Context: an optimization exercise on an open-source flow, tuned for a short achievable clock period and few clock cycles. The choices shown serve that exercise and are no tape-out recipe. Function was checked by simulation only, so behaviour that the tests miss may differ from the original. No activity file was given, so power comes from the tool's default toggle rates.

## design/flow/design.v

```verilog
package isa_pkg;
    typedef enum logic [3:0] {
        OP_ADD    = 4'h0,
        OP_SUB    = 4'h1,
        OP_AND    = 4'h2,
        OP_OR     = 4'h3,
        OP_XOR    = 4'h4,
        OP_ADDI   = 4'h5,
        OP_TID    = 4'h6,
        OP_SETLT  = 4'h7,
        OP_STORE  = 4'h8,
        OP_FINISH = 4'h9
    } opcode_t;
    typedef logic [2:0] reg_addr_t;
    typedef logic [2:0] warp_id_t;
    typedef struct packed {
        opcode_t    opcode;
        reg_addr_t  rd;
        reg_addr_t  rs1;
        reg_addr_t  rs2;
        logic [3:0] rsvd;
        logic [14:0] imm;
    } instr_t;
    typedef struct packed {
        logic        issue;
        warp_id_t    warp;
        opcode_t     alu;
        reg_addr_t   rd;
        reg_addr_t   rs1;
        reg_addr_t   rs2;
        logic [31:0] imm;
        logic        reg_we;
        logic        store_en;
        logic        mask_set;
    } lane_op_t;
endpackage
package core_pkg;
    typedef logic [31:0] data_t;
    typedef logic [9:0]  imem_addr_t;
    typedef logic [11:0] dmem_addr_t;
    typedef struct packed {
        logic [2:0] num_warps;
        imem_addr_t base_addr;
    } kernel_cfg_t;
    typedef enum logic [1:0] {
        SCHED_IDLE,
        SCHED_PICK,
        SCHED_FETCH,
        SCHED_EXEC
    } sched_state_t;
    typedef struct packed {
        logic       valid;
        dmem_addr_t addr;
        data_t      data;
    } store_req_t;
endpackage
module warp_scheduler #(
    parameter int WARPS = 4
) (
    input  logic                                           clk,
    input  logic                                           reset,
    input  logic                                           start,
    input  core_pkg::kernel_cfg_t                          cfg,
    input  logic                                           finish,
    output logic                                           done,
    output logic                                           imem_valid,
    output core_pkg::imem_addr_t                           imem_addr,
    input  logic                                           imem_ready,
    input  isa_pkg::instr_t                                imem_data,
    output isa_pkg::instr_t                                instr,
    output logic                                           exec,
    output logic [((WARPS > 1) ? $clog2(WARPS) : 1)-1:0]   warp
);
    localparam int WW = (WARPS > 1) ? $clog2(WARPS) : 1;
    core_pkg::sched_state_t   state;
    core_pkg::imem_addr_t     pc [WARPS];
    logic [WARPS-1:0] warp_done;
    logic [WARPS-1:0] done_next;
    logic [WW-1:0]  next_warp;
    assign imem_valid = (state == core_pkg::SCHED_FETCH);
    assign imem_addr  = pc[warp];
    assign exec       = (state == core_pkg::SCHED_EXEC);
    assign done_next = warp_done | (finish ? (WARPS'(1) << warp) : '0);
    always_comb begin
        next_warp = warp;
        for (int i = WARPS; i >= 1; i--) begin
            if (!warp_done[(int'(warp) + i) % WARPS]) begin
                next_warp = WW'((int'(warp) + i) % WARPS);
            end
        end
    end
    always_ff @(posedge clk or negedge reset) begin
        if (!reset) begin
            state     <= core_pkg::SCHED_IDLE;
            done      <= 1'b0;
            warp      <= '0;
            warp_done <= '1;
            for (int w = 0; w < WARPS; w++) begin
                pc[w] <= '0;
            end
        end else begin
            case (state)
                core_pkg::SCHED_IDLE: begin
                    if (start) begin
                        done <= (cfg.num_warps == 3'd0);
                        warp <= WW'(WARPS - 1);
                        for (int w = 0; w < WARPS; w++) begin
                            warp_done[w] <= (w >= int'(cfg.num_warps));
                            pc[w]        <= cfg.base_addr;
                        end
                        if (cfg.num_warps != 3'd0) begin
                            state <= core_pkg::SCHED_PICK;
                        end
                    end
                end
                core_pkg::SCHED_PICK: begin
                    warp  <= next_warp;
                    state <= core_pkg::SCHED_FETCH;
                end
                core_pkg::SCHED_FETCH: begin
                    if (imem_ready) begin
                        state <= core_pkg::SCHED_EXEC;
                    end
                end
                core_pkg::SCHED_EXEC: begin
                    pc[warp]  <= pc[warp] + 1'b1;
                    warp_done <= done_next;
                    if (&done_next) begin
                        done  <= 1'b1;
                        state <= core_pkg::SCHED_IDLE;
                    end else begin
                        state <= core_pkg::SCHED_PICK;
                    end
                end
                default: state <= core_pkg::SCHED_IDLE;
            endcase
        end
    end
    always_ff @(posedge clk) begin
        if (state == core_pkg::SCHED_FETCH && imem_ready) begin
            instr <= imem_data;
        end
    end
endmodule
module instr_decoder #(
    parameter int WARPS = 4
) (
    input  isa_pkg::instr_t                                instr,
    input  logic                                           exec,
    input  logic [((WARPS > 1) ? $clog2(WARPS) : 1)-1:0]   warp,
    output isa_pkg::lane_op_t                              op,
    output logic                                           finish
);
    assign finish = (instr.opcode == isa_pkg::OP_FINISH);
    always_comb begin
        op        = '0;
        op.issue  = exec;
        op.warp   = isa_pkg::warp_id_t'(warp);
        op.rd     = instr.rd;
        op.rs1    = instr.rs1;
        op.rs2    = instr.rs2;
        op.imm    = {{17{instr.imm[14]}}, instr.imm};
        op.alu    = isa_pkg::OP_ADD;
        case (instr.opcode)
            isa_pkg::OP_ADD, isa_pkg::OP_SUB, isa_pkg::OP_AND, isa_pkg::OP_OR, isa_pkg::OP_XOR, isa_pkg::OP_ADDI, isa_pkg::OP_TID: begin
                op.alu    = instr.opcode;
                op.reg_we = 1'b1;
            end
            isa_pkg::OP_SETLT: begin
                op.alu      = isa_pkg::OP_SETLT;
                op.mask_set = 1'b1;
            end
            isa_pkg::OP_STORE: begin
                op.alu      = isa_pkg::OP_ADDI;
                op.store_en = 1'b1;
            end
            default: begin
                op.alu = isa_pkg::OP_ADD;
            end
        endcase
    end
endmodule
module thread_lane #(
    parameter int WARPS   = 4,
    parameter int THREADS = 4,
    parameter int LANE_ID = 0
) (
    input  logic                 clk,
    input  logic                 reset,
    input  isa_pkg::lane_op_t    op,
    input  logic                 mask_bit,
    output logic                 cmp_bit,
    output logic                 store_valid,
    output core_pkg::dmem_addr_t store_addr,
    output core_pkg::data_t      store_data
);
    localparam int WW = (WARPS > 1) ? $clog2(WARPS) : 1;
    core_pkg::data_t         regs [WARPS][8];
    logic [WW-1:0] w;
    core_pkg::data_t         a;
    core_pkg::data_t         b;
    core_pkg::data_t         result;
    logic          active;
    assign w      = op.warp[WW-1:0];
    assign active = op.issue && mask_bit;
    assign a = (op.rs1 == '0) ? '0 : regs[w][op.rs1];
    assign b = (op.rs2 == '0) ? '0 : regs[w][op.rs2];
    assign cmp_bit = ($signed(a) < $signed(b));
    always_comb begin
        case (op.alu)
            isa_pkg::OP_ADD:   result = a + b;
            isa_pkg::OP_SUB:   result = a - b;
            isa_pkg::OP_AND:   result = a & b;
            isa_pkg::OP_OR:    result = a | b;
            isa_pkg::OP_XOR:   result = a ^ b;
            isa_pkg::OP_ADDI:  result = a + op.imm;
            isa_pkg::OP_TID:   result = core_pkg::data_t'(op.warp) * THREADS + LANE_ID;
            default:  result = a + b;
        endcase
    end
    always_ff @(posedge clk) begin
        if (active && op.reg_we && op.rd != '0) begin
            regs[w][op.rd] <= result;
        end
    end
    always_ff @(posedge clk or negedge reset) begin
        if (!reset) begin
            store_valid <= 1'b0;
            store_addr  <= '0;
            store_data  <= '0;
        end else begin
            store_valid <= active && op.store_en;
            store_addr  <= result[11:0];
            store_data  <= b;
        end
    end
endmodule
module lane_collector #(
    parameter int WARPS   = 4,
    parameter int THREADS = 4
) (
    input  logic               clk,
    input  logic               reset,
    input  logic               start,
    input  isa_pkg::lane_op_t  op,
    input  logic [THREADS-1:0] cmp_bits,
    output logic [THREADS-1:0] mask_bits
);
    localparam int WW = (WARPS > 1) ? $clog2(WARPS) : 1;
    logic [WARPS-1:0][THREADS-1:0] masks;
    logic [WW-1:0]                 w;
    assign w         = op.warp[WW-1:0];
    assign mask_bits = masks[w];
    always_ff @(posedge clk or negedge reset) begin
        if (!reset) begin
            masks <= '1;
        end else if (start) begin
            masks <= '1;
        end else if (op.issue && op.mask_set) begin
            masks[w] <= cmp_bits;
        end
    end
endmodule
module simt_core #(
    parameter int WARPS   = 4,
    parameter int THREADS = 4
) (
    input  logic                                 clk,
    input  logic                                 reset,
    input  logic                                 start,
    input  logic [2:0]                           cfg_num_warps,
    input  logic [9:0]                           cfg_base_addr,
    output logic                                 done,
    output logic                                 imem_valid,
    output logic [9:0]                           imem_addr,
    input  logic                                 imem_ready,
    input  logic [31:0]                          imem_data,
    output logic [THREADS-1:0]                   store_valid,
    output logic [THREADS*12-1:0]                store_addr,
    output logic [THREADS*32-1:0]                store_data
);
    localparam int WW = (WARPS > 1) ? $clog2(WARPS) : 1;
    core_pkg::kernel_cfg_t       cfg;
    isa_pkg::instr_t             imem_word;
    isa_pkg::instr_t             instr;
    logic               exec;
    logic [WW-1:0]      warp;
    logic               finish;
    isa_pkg::lane_op_t           op;
    logic [THREADS-1:0] cmp_bits;
    logic [THREADS-1:0] mask_bits;
    assign cfg.num_warps = cfg_num_warps;
    assign cfg.base_addr = cfg_base_addr;
    assign imem_word     = imem_data;
    warp_scheduler #(.WARPS(WARPS)) u_sched (
        .clk        (clk),
        .reset      (reset),
        .start      (start),
        .cfg        (cfg),
        .finish     (finish),
        .done       (done),
        .imem_valid (imem_valid),
        .imem_addr  (imem_addr),
        .imem_ready (imem_ready),
        .imem_data  (imem_word),
        .instr      (instr),
        .exec       (exec),
        .warp       (warp)
    );
    instr_decoder #(.WARPS(WARPS)) u_dec (
        .instr  (instr),
        .exec   (exec),
        .warp   (warp),
        .op     (op),
        .finish (finish)
    );
    for (genvar t = 0; t < THREADS; t++) begin : g_lane
        thread_lane #(.WARPS(WARPS), .THREADS(THREADS), .LANE_ID(t)) u_lane (
            .clk      (clk),
            .reset    (reset),
            .op       (op),
            .mask_bit (mask_bits[t]),
            .cmp_bit  (cmp_bits[t]),
            .store_valid (store_valid[t]),
            .store_addr  (store_addr[t*12 +: 12]),
            .store_data  (store_data[t*32 +: 32])
        );
    end
    lane_collector #(.WARPS(WARPS), .THREADS(THREADS)) u_coll (
        .clk       (clk),
        .reset     (reset),
        .start     (start),
        .op        (op),
        .cmp_bits  (cmp_bits),
        .mask_bits (mask_bits)
    );
endmodule
```

## design/flow/run.sh

```bash
#!/bin/bash
# synth_recipe.tcl (not shown) runs the flow's synth.tcl, then flattens the netlist and writes it again
# the make line also repeats each setting of config.mk as NAME=value (left out here)
make -C /OpenROAD-flow-scripts/flow DESIGN_CONFIG=/design/flow/config.mk WORK_HOME=/design/flow/orfs CLKGATE_MAP_FILE= SYNTH_SCRIPT=/design/flow/synth_recipe.tcl finish
```

## design/flow/config.mk

```make
export PLATFORM = sky130hd
export DESIGN_NAME = simt_core
export DESIGN_NICKNAME = simt_core
export VERILOG_FILES = /design/flow/design.v
export SDC_FILE = /design/flow/constraint.sdc
export NUM_CORES = 8
export LEC_CHECK = 0
export CAP_MARGIN = 20
export CORE_MARGIN = 2
export CORE_UTILIZATION = 40
export SLEW_MARGIN = 20
```

## design/flow/constraint.sdc

```tcl
create_clock -name core_clock -period 10.0 [get_ports {clk}]
set_input_delay 2.0000 -clock core_clock [delete_from_list [all_inputs] [get_ports {clk}]]
set_output_delay 2.0000 -clock core_clock [all_outputs]
set_load 0.01 [all_outputs]
```

==> run summary <==
==> worst max-delay path by stage <==
stage / start / endpoint / slack (ns) / cells after the start
2_1_floorplan: u_sched.instr[22] / g_lane[0].u_lane.regs[0][19] / 2.63 / 20
3_3_place_gp: u_sched.instr[19] / g_lane[2].u_lane.regs[4][30] / 1.90 / 21
3_5_place_dp: u_sched.instr[19] / g_lane[2].u_lane.regs[26][30] / 1.88 / 21
4_1_cts: u_sched.instr[19] / g_lane[2].u_lane.regs[4][30] / 1.82 / 21
5_1_grt: u_sched.instr[19] / g_lane[0].u_lane.regs[19][30] / 1.65 / 22
6_report: u_sched.instr[19] / g_lane[0].u_lane.regs[16][31] / 2.15 / 19
==> cell usage after synthesis (67+ instances only) <==
library cell  count  share of area (%)
xnor2_1         108               0.43
nor2_1          462               0.80
a21oi_1         379               0.87
edfxtp_1       4124                 57
ha_1            519                3.0
buf_1            67               0.12
clkbuf_1        480               0.83
a21o_1          258               0.89
buf_2           247               0.57
o21ai_0         348               0.80
mux4_2         2559                 26
inv_1           386               0.67
nand2_1         703                1.2
dfrtp_1         225                2.6
==> registers in the layout, summed over array words and instances (netlist names) <==
name,cells
g_lane.u_lane.regs,4096
g_lane.u_lane.store_addr,48
g_lane.u_lane.store_data,128
g_lane.u_lane.store_valid,4
u_coll.masks,16
u_sched.done,1
u_sched.instr,28
u_sched.pc,40
u_sched.state,2
u_sched.warp,2
u_sched.warp_done,4
==> layer usage <==
layer	share of wire (%)	GRT usage [%]	wire (µm)
met3	8.8	4.37	59300
met4	3.9	8.67	26400
met2	48	39.3	323000
met1	39	33.0	265000
met5	0.034	0	232
==> power groups by stage <==
| stage | sequential (µW) | clock [µW] | combinational (µW) |
|---|---|---|---|
| after global routing | 31700 | 18400 | 33800 |
| after global placement | 31800 | 0 | 30300 |
| final | 31400 | 17400 | 31100 |
| after floorplan | 31500 | 0 | 19400 |
| after detailed placement | 31900 | 0 | 30700 |
| after CTS | 31500 | 17700 | 30900 |
==> final cells by class <==
type | instances | area, µm²
Antenna cell | 32 | 80.1
Clock buffer | 577 | 12300
Clock inverter | 278 | 3020
Fill cell | 45991 | 293000
Inverter | 389 | 1480
Multi-Input combinational cell | 6830 | 86200
Sequential cell | 4369 | 130000
Tap cell | 7208 | 9020
Timing Repair Buffer | 687 | 6450
==> cells by family after synthesis <==
kind of cell | share of synthesized area [%]
mux | 26.8
flops | 59.7
xor+xnor | 0.668
other cells | 0.00172
simple gates | 2.88
buf+inv | 2.23
compound gates | 4.58
fa+ha+maj | 3.06
==> per-stage QoR <==
stage | std cells | hold WS (ns) | utilization [%]
after floorplan | 12395 | 0.480 | -
after global placement | 19474 | 0.490 | 43.0
after detailed placement | 19480 | 0.497 | 43.1
after CTS | 20335 | 0.510 | 45.9
after global routing | 20347 | 0.517 | 45.9
final | 20370 | 0.509 | 45.9
==> worst max-delay path: stages, from the launching register on <==
cell and delay [ns]:
edfxtp_1 0.98, buf_12 0.38, buf_4 0.52, mux4_2 0.32
mux4_2 0.26, nand2_1 0.06, a21oi_1 0.77, inv_1 0.26
o21ai_0 0.29, ha_1 0.29, a211oi_1 0.26, o21ai_0 0.25
a21o_1 0.22, a221o_1 0.40, o31ai_1 0.45, a21boi_0 0.30
nor2_1 0.17, o32ai_1 0.12, o211a_1 0.23, or3_1 0.78
==> flow_metrics.env <==
export IMPL_outcome="timing/DRC/antenna clean"
export IMPL_place_ws_ns=1.88
export IMPL_layout_common_cells="4124 x edfxtp_1, 2559 x mux4_2, 701 x nand2_1"
export IMPL_endpoint_kind="register"
export IMPL_p_total_uw=79900
export IMPL_hold_start="u_sched.pc[0][2]"
export IMPL_cts_setup_buffers=0
export IMPL_min_period_over_period_pct=78.5
export IMPL_hp_class="register to register"
export IMPL_rsz0062_at_grt="false"
export IMPL_cts_root_buf="clkbuf_16"
export IMPL_clk_pin_slew_worst_paths_ns=0.06
export IMPL_critPathArrivalTime_ns=8.47
export IMPL_fin_ws_ns=2.15
export IMPL_setup_tns_final_ns=0
export IMPL_skew_ns=0.0696
export IMPL_grt_pass1_wl_mm=952
export IMPL_drive_gt1_share_pct=30.7
export IMPL_globalplace_congestion=0.892
export IMPL_antenna_found_initial=51
export IMPL_grt_use_total_pct=24.2
export IMPL_synth_async_reset_ratio_pct=5.61
export IMPL_grt_pass1_vias=127319
export IMPL_r2r_end="g_lane[0].u_lane.regs[16][31]"
export IMPL_slew_headroom_pct=16.8
export IMPL_drt_initial_drc_count=15296
export IMPL_grt_overflow=0
export IMPL_ff2ff_path_depth=19
export IMPL_ctsHoldBuffers=0
export IMPL_die_w_um=742
export IMPL_crit_type="register to register"
export IMPL_path_max_fanout=32
export IMPL_min_path_cells=1
export IMPL_post_dp_hpwl_mm=387
export IMPL_synth_edff_count=4124
export IMPL_vias=125941
export IMPL_wl_per_cell_um=33.1
export IMPL_hold_path_end="u_sched.pc[0][2]"
export IMPL_die_area_mm2=0.550
export IMPL_finalNetCount=13307
export IMPL_worst_pin_slew_ns=1.25
export IMPL_startpoint_type="register"
export IMPL_initial_core_util_pct=40.2
export IMPL_core_region_area_mm2=0.541
export IMPL_p_leak_uw=0.0834
export IMPL_grt_start_max_net_pins=122
export IMPL_ios=241
export IMPL_area_delta_synth_final_pct=14.2
export IMPL_fmax_mhz=127
export IMPL_pwr_share_comb_pct=38.9
export IMPL_synth_cell_types=90
export IMPL_firstDrtPassIters=12
export IMPL_drt_wl_total_mm=674
export IMPL_num_rows=270
export IMPL_place_area_mm2=0.233
export IMPL_worstReg2RegStart="u_sched.instr[19]"
export IMPL_cts_tree="built"
export IMPL_p_clk_share_pct=21.8
export IMPL_hold_viol_final=0
export IMPL_final_area_mm2=0.249
export IMPL_port_buffers=236
export IMPL_power_internal_uw=51100
export IMPL_synth_top_flop_cell="edfxtp_1"
export IMPL_ff2ff_setup_slack_ns=2.15
export IMPL_required_ns=10.63
export IMPL_synth_warnings=8
export IMPL_vias_per_cell=6.18
export IMPL_seqPwrFrac_pct=39.3
export IMPL_post_cts_resized=0
export IMPL_h_tree_depth=5
export IMPL_ys_ff_latch=4369
export IMPL_drc=0
export IMPL_p_sw_uw=28900
export IMPL_ys_seq_area_share_pct=59.7
export IMPL_setup_viol=0
export IMPL_clk_path_buf_depth=4
export IMPL_drv_slew=0
export IMPL_finalCriticalPeriod_ns=7.85
export IMPL_clk_latency_ns=1.09
export IMPL_maxCapViolations=0
export IMPL_syn_area_per_cell_um2=18.3
export IMPL_switching_share_pct=36.1
export IMPL_synthCells=11884
export IMPL_die_h_um=742
export IMPL_cts_inserted_buffers=454
export IMPL_layout_commonest_cell="edfxtp_1"
export IMPL_ir_drop_v=0.000260
export IMPL_cts_sink_count=4369
export IMPL_syn_area_mm2=0.218
export IMPL_power_density_mw_per_mm2=322
export IMPL_ant_nets=0
Testbench counts, summed over its fixed seeds: cycles 59,012.

-- re-timing with driven ports --
Ports are ideal in the flow. The routed layout listed here was re-timed in OpenROAD. Step 1, drivers: a clkbuf_16 drives clk and a buf_2 each remaining input, both assumed. Step 2 moves the port delays by t, midway between the first and last clock arrival at a register: inputs arrive t later, outputs are due t later. That takes back most of the time a late clock gives input paths. Slacks: ideal / step 1 / step 2; pairs: ideal / step 1.
shift t [ns]: 1.190
setup WS [ns]: 2.152 / 2.152 / 2.152
clock arrival spread, ns: 0.074 / 0.074
After both steps this run still meets setup and hold. The setup slack of this run moves by 0.000 ns with the drivers and by 0.000 ns with both steps.
